What follows belongs to an exercise in optimizing a design on an open flow for small area, a short achievable clock period and few clock cycles per item; a production flow would make more cautious choices. The RTL was checked by simulation tests, not by an equivalence proof against the original design. Power is estimated from default activity; no workload was simulated.

==> exp/zinc: inputs <==
// running_mean_deviation_reliability
module running_mean_deviation_reliability (
  input  logic               clk,
  input  logic               rst,
  input  logic               in_valid,
  output logic               in_ready,
  input  logic signed [31:0] sample,
  output logic               out_valid,
  input  logic               out_ready,
  output logic signed [31:0] mean,
  output logic        [31:0] abs_deviation,
  output logic        [22:0] reliability,
  output logic        [15:0] count,
  output logic               overflow
);
Settings: LEC_CHECK=0, CAP_MARGIN=20, CORE_MARGIN=2, CORE_UTILIZATION=58, SETUP_SLACK_MARGIN=2.9, SLEW_MARGIN=20, TNS_END_PERCENT=10; clock period 8.0 ns.
run.sh (not shown) runs the stock make flow with config.mk's settings and CLKGATE_MAP_FILE= SYNTH_SCRIPT=/design/flow/synth_recipe.tcl, a recipe that flattens the netlist after the stock synthesis.
==> exp/lagoon (differences from exp/zinc) <==
--- a/flow/design.v
+++ b/flow/design.v
@@ -1144,27 +1144,32 @@
   logic [17:0] mq_r_sum;
   logic        mq_r_co;
   logic [31:0] mq_q_a;
   logic [31:0] mq_q_b;
   logic [31:0] mq_q_sum;
   logic        mq_q_co;
-  logic [31:0] mq_q;
   logic [15:0] mcn_in;
   logic [15:0] mcn_r3;
   logic [15:0] mcn_r2;
   logic [15:0] mcn_r1;
   logic [15:0] mcn_r0;
-  logic [31:0] mnew_a;
-  logic [31:0] mnew_b;
-  logic [31:0] mnew_sum;
-  logic        mnew_co;
   logic        mc_v;
-  logic [31:0] mc_new;
+  logic [31:0] mc_q;
   logic [15:0] mc_cnt;
+  logic        mc_neg;
   logic [31:0] mc_s;
   logic        mc_ovf;
+  logic [31:0] en__a;
+  logic [31:0] en__b;
+  logic [31:0] en__sum;
+  logic        en__co;
+  logic        e1_v;
+  logic [31:0] e1_new;
+  logic [31:0] e1_s;
+  logic [15:0] e1_cnt;
+  logic        e1_ovf;
   logic [15:0] e_dvs;
   logic        en_z0;
   logic [15:0] en_n0;
   logic        en_z1;
   logic [15:0] en_n1;
   logic        en_z2;
@@ -3086,13 +3091,16 @@
   logic [31:0] qml_in;
   logic [31:0] qml_r4;
   logic [31:0] qml_r3;
   logic [31:0] qml_r2;
   logic [31:0] qml_r1;
   logic [31:0] qml_r0;
+  logic        h_v;
   logic [22:0] h_add;
+  logic [31:0] h_mld;
+  logic [31:0] h_new;
   logic [15:0] g_n;
   logic        g_isfirst;
   logic        g_isovf;
   logic [15:0] g_cntn;
   logic        gn_z0;
   logic [15:0] gn_n0;
@@ -5140,62 +5148,75 @@
   assign mq_r_a = m11_ws;
   assign mq_r_b = m11_wc;
   rmdr_add #(.W(18)) u_mq_r (.a(mq_r_a), .b(mq_r_b), .ci(1'b0), .s(mq_r_sum), .co(mq_r_co));
   assign mq_q_a = m11_dq;
   assign mq_q_b = ~m11_qn;
   rmdr_add #(.W(32)) u_mq_q (.a(mq_q_a), .b(mq_q_b), .ci(~mq_r_sum[17]), .s(mq_q_sum), .co(mq_q_co));
-  assign mq_q = mq_q_sum;
   assign mcn_in = {1'b1, m11_d};
   assign mcn_r3 = m11_sh[3] ? {8'd0, mcn_in[15:8]} : mcn_in;
   assign mcn_r2 = m11_sh[2] ? {4'd0, mcn_r3[15:4]} : mcn_r3;
   assign mcn_r1 = m11_sh[1] ? {2'd0, mcn_r2[15:2]} : mcn_r2;
   assign mcn_r0 = m11_sh[0] ? {1'd0, mcn_r1[15:1]} : mcn_r1;
-  assign mnew_a = mq_q ^ {32{m11_neg}};
-  assign mnew_b = 32'd0;
-  rmdr_add #(.W(32)) u_mnew (.a(mnew_a), .b(mnew_b), .ci(m11_neg), .s(mnew_sum), .co(mnew_co));
   always_ff @(posedge clk) begin
     if (rst) begin
       mc_v <= 1'b0;
     end else if (adv) begin
       mc_v <= m11_v;
     end
     if (adv && m11_v) begin
-      mc_new <= mnew_sum;
+      mc_q <= mq_q_sum;
       mc_cnt <= mcn_r0;
+      mc_neg <= m11_neg;
       mc_s <= m11_s;
       mc_ovf <= m11_ovf;
     end
   end
-  assign e_dvs = (mc_cnt == 16'd1) ? 16'd1 : (mc_cnt - 16'd1);
+  assign en__a = mc_q ^ {32{mc_neg}};
+  assign en__b = 32'd0;
+  rmdr_add #(.W(32)) u_en_ (.a(en__a), .b(en__b), .ci(mc_neg), .s(en__sum), .co(en__co));
+  always_ff @(posedge clk) begin
+    if (rst) begin
+      e1_v <= 1'b0;
+    end else if (adv) begin
+      e1_v <= mc_v;
+    end
+    if (adv && mc_v) begin
+      e1_new <= en__sum;
+      e1_s <= mc_s;
+      e1_cnt <= mc_cnt;
+      e1_ovf <= mc_ovf;
+    end
+  end
+  assign e_dvs = (e1_cnt == 16'd1) ? 16'd1 : (e1_cnt - 16'd1);
   assign en_z0 = e_dvs[15:8] == 8'd0;
   assign en_n0 = en_z0 ? {e_dvs[7:0], 8'd0} : e_dvs;
   assign en_z1 = en_n0[15:12] == 4'd0;
   assign en_n1 = en_z1 ? {en_n0[11:0], 4'd0} : en_n0;
   assign en_z2 = en_n1[15:14] == 2'd0;
   assign en_n2 = en_z2 ? {en_n1[13:0], 2'd0} : en_n1;
   assign en_z3 = en_n2[15:15] == 1'd0;
   assign en_n3 = en_z3 ? {en_n2[14:0], 1'd0} : en_n2;
   assign en_sh = {en_z0, en_z1, en_z2, en_z3};
-  assign ead_1_a = {mc_new[31], mc_new};
-  assign ead_1_b = ~{mc_s[31], mc_s};
+  assign ead_1_a = {e1_new[31], e1_new};
+  assign ead_1_b = ~{e1_s[31], e1_s};
   rmdr_add #(.W(33)) u_ead_1 (.a(ead_1_a), .b(ead_1_b), .ci(1'b1), .s(ead_1_sum), .co(ead_1_co));
-  assign ead_2_a = {mc_s[31], mc_s};
-  assign ead_2_b = ~{mc_new[31], mc_new};
+  assign ead_2_a = {e1_s[31], e1_s};
+  assign ead_2_b = ~{e1_new[31], e1_new};
   rmdr_add #(.W(33)) u_ead_2 (.a(ead_2_a), .b(ead_2_b), .ci(1'b1), .s(ead_2_sum), .co(ead_2_co));
   always_ff @(posedge clk) begin
     if (rst) begin
       e_v <= 1'b0;
     end else if (adv) begin
-      e_v <= mc_v;
+      e_v <= e1_v;
     end
-    if (adv && mc_v) begin
-      e_new <= mc_new;
+    if (adv && e1_v) begin
+      e_new <= e1_new;
       e_ad <= (ead_1_sum[32] ? ead_2_sum[31:0] : ead_1_sum[31:0]);
       e_sh <= en_sh;
       e_d <= en_n3[14:0];
-      e_ovf <= mc_ovf;
+      e_ovf <= e1_ovf;
     end
   end
   assign dds_a = dd_dsum;
   assign dds_b = {16'd0, e_ad};
   rmdr_add #(.W(48)) u_dds (.a(dds_a), .b(dds_b), .ci(1'b0), .s(dds_sum), .co(dds_co));
   always_ff @(posedge clk) begin
@@ -7272,13 +7293,24 @@
   assign qml_in = {~q8_zero, q8_d};
   assign qml_r4 = q8_sh[4] ? {16'd0, qml_in[31:16]} : qml_in;
   assign qml_r3 = q8_sh[3] ? {8'd0, qml_r4[31:8]} : qml_r4;
   assign qml_r2 = q8_sh[2] ? {4'd0, qml_r3[31:4]} : qml_r3;
   assign qml_r1 = q8_sh[1] ? {2'd0, qml_r2[31:2]} : qml_r2;
   assign qml_r0 = q8_sh[0] ? {1'd0, qml_r1[31:1]} : qml_r1;
-  assign h_add = q8_zero ? HUNDRED : (q8_lt ? hqf_sum : 23'd0);
+  always_ff @(posedge clk) begin
+    if (rst) begin
+      h_v <= 1'b0;
+    end else if (adv) begin
+      h_v <= q8_v;
+    end
+    if (adv && q8_v) begin
+      h_add <= q8_zero ? HUNDRED : (q8_lt ? hqf_sum : 23'd0);
+      h_mld <= qml_r0;
+      h_new <= q8_new;
+    end
+  end
   assign g_isfirst = g_n == 16'd0;
   assign g_isovf = g_n == 16'hFFFF;
   assign g_cntn = g_isovf ? g_n : (g_n + 16'd1);
   assign gn_z0 = g_cntn[15:8] == 8'd0;
   assign gn_n0 = gn_z0 ? {g_cntn[7:0], 8'd0} : g_cntn;
   assign gn_z1 = gn_n0[15:12] == 4'd0;
@@ -7293,24 +7325,24 @@
   rmdr_add #(.W(40)) u_grs (.a(grs_a), .b(grs_b), .ci(1'b0), .s(grs_sum), .co(grs_co));
   always_ff @(posedge clk) begin
     if (rst) begin
       g_v <= 1'b0;
       g_rsum <= '0;
     end else if (adv) begin
-      g_v <= q8_v;
-      if (q8_v && !g_isovf && !g_isfirst) g_rsum <= grs_sum;
+      g_v <= h_v;
+      if (h_v && !g_isovf && !g_isfirst) g_rsum <= grs_sum;
     end
-    if (adv && q8_v) begin
+    if (adv && h_v) begin
       g_sh <= gn_sh;
       g_d <= gn_n3[14:0];
-      g_mld <= qml_r0;
-      g_new <= g_isfirst ? 32'd0 : q8_new;
+      g_mld <= h_mld;
+      g_new <= g_isfirst ? 32'd0 : h_new;
       g_ovf <= g_isovf;
     end
     if (rst) g_n <= '0;
-    else if (adv && q8_v && !g_isovf) g_n <= g_n + 16'd1;
+    else if (adv && h_v && !g_isovf) g_n <= g_n + 16'd1;
   end
   assign rx_in = g_rsum[38:0];
   assign rx_l3 = g_sh[3] ? {rx_in[30:0], 8'd0} : rx_in;
   assign rx_l2 = g_sh[2] ? {rx_l3[34:0], 4'd0} : rx_l3;
   assign rx_l1 = g_sh[1] ? {rx_l2[36:0], 2'd0} : rx_l2;
   assign rx_l0 = g_sh[0] ? {rx_l1[37:0], 1'd0} : rx_l1;
- CORE_UTILIZATION: 58 -> 55
- SETUP_SLACK_MARGIN: 2.9 -> 3.3
- TNS_END_PERCENT: 10 -> not set
==> summary.txt <==
item                                                                  exp/zinc               exp/lagoon
Run status                                             complete, no violations  complete, no violations
Share of post-route cells with drive strength above 1                    10.7%                    18.8%
Leak Pwr                                                                167 nW                   173 nW
Total met3 wirelength after detailed routing                         29,300 um                30,600 um
Critical Path End                                                   g_rsum[16]                    d6_qm
Unique masters post-synth                                                  104                      107
Count of clock tree sinks                                                6,792                    6,963
Overall die height                                                      803 um                   830 um
Power Combinational                                                    3.07 mW                  3.66 mW
Detailed-route wire length                                          786,000 um               897,000 um
Max stage delay cell, worst path                                          fa_2                     fa_1
Number of enable flip-flop cells after synthesis                         6,574                    6,743
Startpoint of the most critical hold path                            d9_qn[10]               r7_new[24]
Overall die width                                                       803 um                   830 um
Global-route wire length before repair                            1,240,000 um             1,350,000 um
Placer's final routability congestion estimate                           0.883                    0.896
Multi-input gate share of total cell area                                36.6%                    36.6%
Maximum net fanout on the critical path                                      2                        5
Clock tree buffer count of the final layout                                848                      873
Testbench counts of exp/zinc, summed over its fixed seeds: cycles 2,800, items 2,400.
Testbench counts of exp/lagoon, summed over its fixed seeds: cycles 2,816, items 2,400.

==> separate check: timing with driven ports <==
The results above use ideal ports. As a check the final layouts listed here were re-extracted and re-timed, cells and wires unchanged. Step 1, drivers: a clkbuf_16 drives clk and a buf_2 each remaining input, both assumed. Step 2 adds t to the input delays and takes it off the output delays; t is the mean of the earliest and latest rising clock arrival at the registers after step 1. Input paths then give back, and output paths get back, about the clock's delay inside the block. Slacks: ideal ports / drivers / drivers and shift; pairs: ideal ports / drivers.
run	shift t [ns]	setup slack, ns	worst hold slack (ns)	clock arrival spread, ns	slew at the worst register clock pin (ns)
exp/zinc	1.249	2.151 / 2.151 / 2.151	0.378 / 0.378 / 0.378	0.097 / 0.098	0.07 / 0.07
exp/lagoon	1.282	2.923 / 2.923 / 2.923	0.351 / 0.351 / 0.351	0.093 / 0.093	0.07 / 0.07
After both steps setup and hold are still met in every run listed.
